Context: an optimization exercise on an open-source flow, tuned for small area and few clock cycles per item. The choices shown serve that exercise and are no tape-out recipe.
RTL that was checked went through simulation tests only; none was proved equivalent to the original.

Setup of oak:
Design multi_slot_stopwatch, start of the top module:
module multi_slot_stopwatch (
	input  wire                 clk,
	input  wire                 arst_n,
	input  wire                 cmd_valid,
	output logic                cmd_stall,
	input  wire  [7:0]          cmd,
	output logic                rsp_valid,
	input  wire                 rsp_stall,
	output logic [70:0]         rsp
);
Size in the first run: about 2400 cells after synthesis, roughly 630 flip-flops, roughly 85 I/O pins, about 32000 sq um of cells after synthesis.
==> flow/config.mk <==
export PLATFORM = sky130hd
export DESIGN_NAME = multi_slot_stopwatch
export DESIGN_NICKNAME = multi_slot_stopwatch
export VERILOG_FILES = /design/flow/design.v
export SDC_FILE = /design/flow/constraint.sdc
export NUM_CORES = 4
export LEC_CHECK = 0
export CAP_MARGIN = 20
export CORE_MARGIN = 2
export CORE_UTILIZATION = 40
export SLEW_MARGIN = 20
==> flow/constraint.sdc <==
create_clock -name core_clock -period 8.5 [get_ports {clk}]
set_input_delay 1.7000 -clock core_clock [delete_from_list [all_inputs] [get_ports {clk}]]
set_output_delay 1.7000 -clock core_clock [all_outputs]
set_load 0.01 [all_outputs]
run.sh (not shown) runs the stock make flow with config.mk's settings and CLKGATE_MAP_FILE= SYNTH_SCRIPT=/design/flow/synth_recipe.tcl, a recipe that flattens the netlist after the stock synthesis.
oak finished every stage and its layout cleared the timing, DRC and antenna checks.
Testbench counts of oak, summed over its fixed seeds: cycles 24,016, items 24,000.
Modified inputs, pine compared to oak
-- flow/design.v --
<<< oak, line 208
	wire [5:0]  d_s  = r_b_s  ? f_s - 6'd4 : f_s;
	wire [5:0]  d_m  = r_b_m  ? f_m - 6'd4 : f_m;
	wire        c0   = r_wrap && (d_ms >= 10'd704);
	wire        c1   = r_wrap && ((d_s >= 6'd13) || (c0 && (d_s == 6'd12)));
	wire        c2   = r_wrap && ((d_m >= 6'd58) || (c1 && (d_m == 6'd57)));
	wire [9:0]  o_ms = !r_wrap ? d_ms : c0 ? d_ms - 10'd704 : d_ms + 10'd296;
	wire [5:0]  o_s  = !r_wrap ? d_s : (c1 ? d_s - 6'd13 : d_s + 6'd47) + 6'(c0);
	wire [5:0]  o_m  = !r_wrap ? d_m : (c2 ? d_m - 6'd58 : d_m + 6'd2) + 6'(c1);
	wire [10:0] o_h  = f_h + (!r_wrap ? 11'd0 : c2 ? 11'd1194 : 11'd1193);
	logic [31:0] k_c;
	always_comb begin
		case ({r_wrap, r_b_m, r_b_s, r_b_ms})
			4'd0: k_c = 32'd3077644864;
			4'd1: k_c = 32'd3077644840;
			4'd2: k_c = 32'd3077640864;
			4'd3: k_c = 32'd3077640840;
			4'd4: k_c = 32'd3077404864;
			4'd5: k_c = 32'd3077404840;
			4'd6: k_c = 32'd3077400864;
			4'd7: k_c = 32'd3077400840;
			4'd8: k_c = 32'd4294779456;
			4'd9: k_c = 32'd4294779432;
			4'd10: k_c = 32'd4294775456;
			4'd11: k_c = 32'd4294775432;
			4'd12: k_c = 32'd4294539456;
			4'd13: k_c = 32'd4294539432;
			4'd14: k_c = 32'd4294535456;
			4'd15: k_c = 32'd4294535432;
			default: k_c = 32'd0;
		endcase
	end
	wire [31:0] p_h  = 32'(f_h);
	wire [31:0] p_m  = 32'(f_m);
	wire [31:0] p_s  = 32'(f_s);
	wire [10:0] c_h  = ~f_h;
	wire [5:0]  c_m  = ~f_m;
	wire [5:0]  c_s  = ~f_s;
	wire [31:0] n_h  = 32'(c_h);
	wire [31:0] n_m  = 32'(c_m);
	wire [31:0] n_s  = 32'(c_s);
	wire [31:0] delta = (p_h << 22) + (n_h << 19) + (n_h << 16) + (n_h << 12) + (n_h << 9) + (p_h << 7)
		+ (p_m << 16) + (n_m << 13) + (p_m << 11) + (p_m << 9) + (p_m << 7) + (n_m << 5)
		+ (p_s << 10) + (n_s << 5) + (p_s << 3) + 32'(f_ms) + k_c;
	assign rsp = {r_slot, r_status, r_busy, delta, o_h, o_m, o_s, o_ms};
endmodule
>>> pine, line 208
	wire [5:0]  d_s  = r_b_s  ? f_s - 6'd4 : f_s;
	wire [5:0]  d_m  = r_b_m  ? f_m - 6'd4 : f_m;
	wire [10:0] x0   = {1'b0, d_ms} + (r_wrap ? 11'd296 : 11'd0);
	wire        c0   = x0 >= 11'd1000;
	wire [9:0]  o_ms = c0 ? 10'(x0 - 11'd1000) : x0[9:0];
	wire [6:0]  x1   = {1'b0, d_s} + (r_wrap ? 7'd47 : 7'd0) + 7'(c0);
	wire        c1   = x1 >= 7'd60;
	wire [5:0]  o_s  = c1 ? 6'(x1 - 7'd60) : x1[5:0];
	wire [6:0]  x2   = {1'b0, d_m} + (r_wrap ? 7'd2 : 7'd0) + 7'(c1);
	wire        c2   = x2 >= 7'd60;
	wire [5:0]  o_m  = c2 ? 6'(x2 - 7'd60) : x2[5:0];
	wire [10:0] o_h  = f_h + (r_wrap ? 11'd1193 : 11'd0) + 11'(c2);
	wire [31:0] k_fix = (r_b_m ? 32'd240000 : 32'd0) + (r_b_s ? 32'd4000 : 32'd0)
		+ (r_b_ms ? 32'd24 : 32'd0) + (r_wrap ? 32'd3077832704 : 32'd0);
	wire [31:0] w_h  = 32'(f_h);
	wire [31:0] w_m  = 32'(f_m);
	wire [31:0] w_s  = 32'(f_s);
	wire [31:0] delta = (w_h << 22) - (w_h << 19) - (w_h << 16) - (w_h << 12) - (w_h << 9) + (w_h << 7)
		+ (w_m << 16) - (w_m << 13) + (w_m << 11) + (w_m << 9) + (w_m << 7) - (w_m << 5)
		+ (w_s << 10) - (w_s << 5) + (w_s << 3) + 32'(f_ms) - k_fix;
	assign rsp = {r_slot, r_status, r_busy, delta, o_h, o_m, o_s, o_ms};
endmodule
Findings:
Of pine and oak, pine shows the lower transition time of the tightest slew-check pin, with oak above it.
In pine relative to oak, synthesized area per cell had gone down slightly.
Post-placement setup slack on pine is behind oak.
Count of clock-buffer cells in the layout up 12 in pine wrt oak
The total detailed-routing wirelength in pine sits about 3% above the value recorded for oak.
Between pine and oak, the global-route usage does not differ in any meaningful way.
Of pine and oak, only oak finishes the flow clean.
No functional check of the RTL was part of pine.

========
== branch amber ==
multi_slot_stopwatch, a different RTL version from the one above (not shown whole).
Size: about 620 flip-flops, ~85 I/O pins, roughly 30000 µm² of cells after synthesis.
## multi_slot_stopwatch
module multi_slot_stopwatch (
	input  wire                 clk,
	input  wire                 arst_n,
	input  wire                 cmd_valid,
	output logic                cmd_stall,
	input  wire  [7:0]          cmd,
	output logic                rsp_valid,
	input  wire                 rsp_stall,
	output logic [70:0]         rsp
);
export LEC_CHECK = 0
export CAP_MARGIN = 0
export CORE_MARGIN = 2
export CORE_UTILIZATION = 65
export CTS_CLUSTER_DIAMETER = 90
export CTS_CLUSTER_SIZE = 26
export SLEW_MARGIN = 0
create_clock -name core_clock -period 8.5 [get_ports {clk}]
standard.sh (not shown) runs the stock make flow with config.mk's settings and CLKGATE_MAP_FILE= SYNTH_SCRIPT=/design/flow/synth_recipe.tcl, a recipe that flattens the netlist after the stock synthesis.
==> flow/flow/run.sh <==
#!/bin/bash
# The standard layout (the standard.sh, standard synthesis included), with
# the input and output port buffers made from the smallest buffer cell.
set -euo pipefail
export BUFFER_PORTS_ARGS="-buffer_cell sky130_fd_sc_hd__buf_1"
bash standard.sh > standard.log 2>&1
Testbench counts of branch amber, summed over its fixed seeds: cycles 24,016, items 24,000.
What branch xenon does differently from branch amber at the input level:
-- flow/design.v --
<<< branch amber, line 170
		end
	end
	wire [32:0] e_cat = {33{qb}} & {e_h, e_m, e_s, e_ms};
	logic [32:0] pg_g, pg_p, gg, pp;
	logic [33:0] cry;
>>> branch xenon, line 170
		end
	end
	wire [9:0]  s_ms = s_cat[9:0];
	wire [5:0]  s_s  = s_cat[15:10];
	wire [5:0]  s_m  = s_cat[21:16];
	wire [10:0] s_h  = s_cat[32:22];
	wire [32:0] e_cat = {e_h, e_m, e_s, e_ms};
	logic [32:0] pg_g, pg_p, gg, pp;
	logic [33:0] cry;
<<< branch amber, line 232
			r_status <= status;
			r_busy   <= slot_busy;
			r_dif    <= dif[32:0];
			r_b_ms   <= brw[10];
			r_b_s    <= brw[16];
			r_b_m    <= brw[22];
			r_wrap   <= brw[33];
		end
	end
>>> branch xenon, line 236
			r_status <= status;
			r_busy   <= slot_busy;
			r_dif    <= {33{qb}} & dif[32:0];
			r_b_ms   <= qb && brw[10];
			r_b_s    <= qb && brw[16];
			r_b_m    <= qb && brw[22];
			r_wrap   <= qb && brw[33];
		end
	end
--- outcome ---
Taking branch amber as the reference, in branch xenon number of cell instances on the worst register-to-register path went down by 3, setup slack went down by 0.19 ns, combined global-route utilization of all metal layers now larger. branch xenon against branch amber: detailed-routing wirelength on met1 about even.
Testbench counts of branch xenon, summed over its fixed seeds: cycles 24,016, items 24,000.

========
Another version of the RTL of multi_slot_stopwatch (not shown whole).
Size: roughly 2300 cells after synthesis, ~620 flip-flops, about 85 I/O pins, ~31000 sq um of cells after synthesis.
// multi_slot_stopwatch
module multi_slot_stopwatch (
	input  wire                 clk,
	input  wire                 arst_n,
	input  wire                 cmd_valid,
	output logic                cmd_stall,
	input  wire  [7:0]          cmd,
	output logic                rsp_valid,
	input  wire                 rsp_stall,
	output logic [70:0]         rsp
);
	localparam logic [3:0] OP_TICK       = 4'd0;
	localparam logic [3:0] OP_START      = 4'd1;
	localparam logic [3:0] OP_STOP       = 4'd2;
	localparam logic [3:0] OP_RESTART    = 4'd3;
	localparam logic [3:0] OP_CLAIM      = 4'd4;
	localparam logic [3:0] OP_CLAIM_FREE = 4'd5;
	localparam logic [3:0] OP_RELEASE    = 4'd6;
	localparam logic [3:0] OP_RESTAMP    = 4'd7;
	localparam logic [3:0] OP_QUERY      = 4'd8;
	localparam logic [10:0] MAX_H  = 11'd1193;
	localparam logic [5:0]  MAX_M  = 6'd2;
	localparam logic [5:0]  MAX_S  = 6'd47;
	localparam logic [9:0]  MAX_MS = 10'd295;
	wire [3:0] op = cmd[7:4];
	wire [3:0] sl = cmd[3:0];
	logic vld_q;
	wire  hold = vld_q && rsp_stall;
	wire  take = cmd_valid && !hold;
	assign cmd_stall = hold;
	assign rsp_valid = vld_q;
	always_ff @(posedge clk or negedge arst_n) begin
		if (!arst_n) begin
			vld_q <= 1'b0;
		end else if (!hold) begin
			vld_q <= cmd_valid;
		end
	end
	logic [9:0]  e_ms;
	logic [5:0]  e_s, e_m;
	logic [10:0] e_h;
	logic        running;
	logic [15:0] busy;
	logic [9:0]  st_ms [16];
	logic [5:0]  st_s  [16];
	logic [5:0]  st_m  [16];
	logic [10:0] st_h  [16];
	logic [15:0] free_oh;
	logic [3:0]  free_idx;
	logic        free_found;
	always_comb begin
		free_oh  = '0;
		free_idx = '0;
		for (int i = 15; i >= 0; i--) begin
			if (!busy[i]) begin
				free_oh     = '0;
				free_oh[i]  = 1'b1;
				free_idx    = 4'(i);
			end
		end
		free_found = !(&busy);
	end
	logic [15:0] sl_oh;
	always_comb begin
		sl_oh = '0;
		sl_oh[sl] = 1'b1;
	end
	wire is_claim   = op == OP_CLAIM;
	wire is_cfree   = op == OP_CLAIM_FREE;
	wire is_release = op == OP_RELEASE;
	wire is_restamp = op == OP_RESTAMP;
	wire is_query   = op == OP_QUERY;
	wire [15:0] we = {16{take}} &
		(({16{is_claim | is_release | is_restamp}} & sl_oh) | ({16{is_cfree}} & free_oh));
	wire e_zero = (e_ms == '0) && (e_s == '0) && (e_m == '0) && (e_h == '0);
  ...
Settings: LEC_CHECK=0, CAP_MARGIN=20, CORE_MARGIN=2, CORE_UTILIZATION=40, CTS_CLUSTER_DIAMETER=100, CTS_CLUSTER_SIZE=30, SLEW_MARGIN=20; clock period 8.5 ns.
run.sh (not shown) runs the stock make flow with config.mk's settings and CLKGATE_MAP_FILE= SYNTH_SCRIPT=/design/flow/synth_recipe.tcl, a recipe that flattens the netlist after the stock synthesis.
Stock flow here: none of the scripts above is used.
Testbench counts at the start, summed over its fixed seeds: cycles 24,016, items 24,000.
Edit:
--- a/flow/design.v
+++ b/flow/design.v
@@ -136,23 +136,23 @@
 				st_ms[i] <= e_ms;
 				st_s[i]  <= e_s;
 				st_m[i]  <= e_m;
 				st_h[i]  <= e_h;
 			end
 		end
 	end
 	wire [15:0] qsel = {16{is_query}} & busy & sl_oh;
 	wire        qb   = |qsel;
 	logic [32:0] s_cat;
 	always_comb begin
-		s_cat = '0;
+		s_cat = {33{!qb}} & {e_h, e_m, e_s, e_ms};
 		for (int i = 0; i < 16; i++) begin
 			s_cat = s_cat | ({33{qsel[i]}} & {st_h[i], st_m[i], st_s[i], st_ms[i]});
 		end
 	end
 	wire [9:0]  s_ms = s_cat[9:0];
 	wire [5:0]  s_s  = s_cat[15:10];
 	wire [5:0]  s_m  = s_cat[21:16];
 	wire [10:0] s_h  = s_cat[32:22];
 	wire [32:0] e_cat = {e_h, e_m, e_s, e_ms};
 	wire [33:0] dif   = {1'b0, e_cat} - {1'b0, s_cat};
 	wire [33:0] brw   = dif ^ {1'b0, e_cat} ^ {1'b0, s_cat};
@@ -185,27 +185,27 @@
 	end
 	logic [3:0]  r_slot;
 	logic        r_status;
 	logic        r_busy;
 	logic [32:0] r_dif;
 	logic        r_b_ms, r_b_s, r_b_m, r_wrap;
 	always_ff @(posedge clk) begin
 		if (!hold) begin
 			r_slot   <= slot_out;
 			r_status <= status;
 			r_busy   <= slot_busy;
-			r_dif    <= {33{qb}} & dif[32:0];
-			r_b_ms   <= qb && brw[10];
-			r_b_s    <= qb && brw[16];
-			r_b_m    <= qb && brw[22];
-			r_wrap   <= qb && brw[33];
+			r_dif    <= dif[32:0];
+			r_b_ms   <= brw[10];
+			r_b_s    <= brw[16];
+			r_b_m    <= brw[22];
+			r_wrap   <= brw[33];
 		end
 	end
 	wire [9:0]  f_ms = r_dif[9:0];
 	wire [5:0]  f_s  = r_dif[15:10];
 	wire [5:0]  f_m  = r_dif[21:16];
 	wire [10:0] f_h  = r_dif[32:22];
 	wire        c0   = r_wrap && (r_b_ms ? (f_ms >= 10'd728) : (f_ms >= 10'd704));
 	wire        c1   = r_wrap && (r_b_s ? (f_s >= 6'd17) || (c0 && (f_s == 6'd16))
 	                                    : (f_s >= 6'd13) || (c0 && (f_s == 6'd12)));
 	wire        c2   = r_wrap && (r_b_m ? (f_m >= 6'd62) || (c1 && (f_m == 6'd61))
 	                                    : (f_m >= 6'd58) || (c1 && (f_m == 6'd57)));
Result:
- setup slack improves by 0.025 ns
- count of clock-buffer cells in the layout is unchanged
- design area is higher slightly
- routed wire length is higher by roughly a tenth
The RTL of the second run of this note was laid out without a check of its function.

========
## lane 1
Another version of the RTL of multi_slot_stopwatch (not shown whole).
For scale: roughly 2500 cells after synthesis, roughly 620 flip-flops, roughly 85 I/O pins.
clock: 8.5 ns
lec_check: 0
cap_margin: 20
core_margin: 2
core_utilization: 40
slew_margin: 20
Lane 1: complete, dirty (setup timing)
Changes in lane 2 relative to lane 1:
--- a/flow/design.v
+++ b/flow/design.v
@@ -22,24 +22,15 @@
 	localparam logic [10:0] MAX_H  = 11'd1193;
 	localparam logic [5:0]  MAX_M  = 6'd2;
 	localparam logic [5:0]  MAX_S  = 6'd47;
 	localparam logic [9:0]  MAX_MS = 10'd295;
 	wire [3:0] op = cmd[7:4];
 	wire [3:0] sl = cmd[3:0];
-	logic vld_q;
-	wire  hold = vld_q && rsp_stall;
-	wire  take = cmd_valid && !hold;
-	assign cmd_stall = hold;
-	assign rsp_valid = vld_q;
-	always_ff @(posedge clk or negedge arst_n) begin
-		if (!arst_n) begin
-			vld_q <= 1'b0;
-		end else if (!hold) begin
-			vld_q <= cmd_valid;
-		end
-	end
+	wire take = cmd_valid && !rsp_stall;
+	assign cmd_stall = rsp_stall;
+	assign rsp_valid = take;
 	logic [9:0]  e_ms;
 	logic [5:0]  e_s, e_m;
 	logic [10:0] e_h;
 	logic        running;
 	logic [15:0] busy;
 	logic [9:0]  st_ms [16];
@@ -203,12 +194,16 @@
 		end else begin
 			o_m = 6'(x2);
 			x3  = d_h + (wrap ? 13'sd1193 : 13'sd0);
 		end
 		o_h = 11'(x3);
 	end
+	wire [31:0] a_w   = 32'(d_h);
+	wire [31:0] a_hm  = (a_w << 6) - (a_w << 2) + 32'(d_m);
+	wire [31:0] a_hms = (a_hm << 6) - (a_hm << 2) + 32'(d_s);
+	wire [31:0] delta = (a_hms << 10) - (a_hms << 5) + (a_hms << 3) + 32'(d_ms);
 	logic [3:0] slot_out;
 	logic       status;
 	logic       slot_busy;
 	wire        busy_sl = |(busy & sl_oh);
 	always_comb begin
 		slot_out  = '0;
@@ -230,30 +225,9 @@
 				slot_busy = busy_sl;
 			end
 			default: begin
 			end
 		endcase
 	end
-	logic [3:0]  r_slot;
-	logic        r_status;
-	logic        r_busy;
-	logic [9:0]  r_ms;
-	logic [5:0]  r_s, r_m;
-	logic [10:0] r_h;
-	always_ff @(posedge clk) begin
-		if (!hold) begin
-			r_slot   <= slot_out;
-			r_status <= status;
-			r_busy   <= slot_busy;
-			r_ms     <= o_ms;
-			r_s      <= o_s;
-			r_m      <= o_m;
-			r_h      <= o_h;
-		end
-	end
-	wire [16:0] t_hm  = {r_h, r_m} - {4'b0, r_h, 2'b0};
-	wire [22:0] t_hms = {t_hm, r_s} - {4'b0, t_hm, 2'b0};
-	wire [31:0] t_w   = 32'(t_hms);
-	wire [31:0] delta = {t_hms[21:0], r_ms} - (t_w << 5) + (t_w << 3);
-	assign rsp = {r_slot, r_status, r_busy, delta, r_h, r_m, r_s, r_ms};
+	assign rsp = {slot_out, status, slot_busy, delta, o_h, o_m, o_s, o_ms};
 endmodule
 `default_nettype wire
==> notes.md <==
Lane 1 and lane 2: no clean run
Lane 2: complete, dirty (setup timing)
Although lane 1 finished all stages, its layout failed final checks on setup timing.
Lane 1 vs lane 2, critical path's slowest cell: sky130_fd_sc_hd__or4b_4 vs sky130_fd_sc_hd__fa_1
A last element of the critical path of r_h[9]$_DFFE_PN_ is what lane 1 shows, while rsp[64] belongs to lane 2.
Top routing layer in use = met5: lane 1; top routing layer in use = met4: lane 2
Diff lane 1 and lane 2: met2 track utilization from global routing lower in lane 1
Looking at wire length of the first global-routing pass, lane 2 sits 4.4% above lane 1.
Diff lane 1 -> lane 2: cell count after synthesis saw an increase.
Lane 1 has a lower final count of negative-setup-slack endpoints than lane 2.
Re XOR/XNOR share of the synthesized area: lane 1 and lane 2 aren't equal, and the higher value belongs to lane 2.
No run of this note included a check of the RTL's function; only the layout flow was run.

[afterwards: timing with drivers on the ports]
No port has a modelled driver above. Below, the same layouts with a new extraction and two added sets of constraints.
Step 1 assumes that a clkbuf_16 drives the clock port and a buf_2 every other input.
Step 2 moves the port delays by t, midway between the first and last clock arrival at a register: inputs arrive t later, outputs are due t later. That takes back most of the time a late clock gives input paths.
a / b / c = no drivers / after step 1 / after step 2; a / b = the first two.
run	t (ns)	setup slack, ns	latest minus earliest clock arrival (ns)	worst register clock-pin slew, ns	worst slew at a driven data input, ns
oak	0.690	0.316 / 0.257 / 0.329	0.025 / 0.025	0.07 / 0.07	0.04
pine	0.659	-0.296 / -0.362 / 0.090	0.033 / 0.033	0.06 / 0.06	0.05
branch amber	0.647	0.506 / 0.449 / 0.900	0.037 / 0.037	0.10 / 0.10	0.04
branch xenon	0.658	0.314 / 0.257 / 0.440	0.029 / 0.028	0.10 / 0.10	0.07
the first run of note 3	0.650	0.348 / 0.287 / 0.619	0.036 / 0.036	0.12 / 0.12	0.04
the second run of note 3	0.675	0.374 / 0.310 / 0.457	0.037 / 0.037	0.12 / 0.12	0.04
lane 1	0.679	-1.346 / -1.320 / -2.000	0.033 / 0.033	0.07 / 0.07	0.05
lane 2	0.661	-4.960 / -5.033 / -5.033	0.016 / 0.017	0.07 / 0.07	0.07
For lane 1, which loses most, drivers alone change the setup slack by +0.026 ns; drivers and shift together by -0.654 ns.
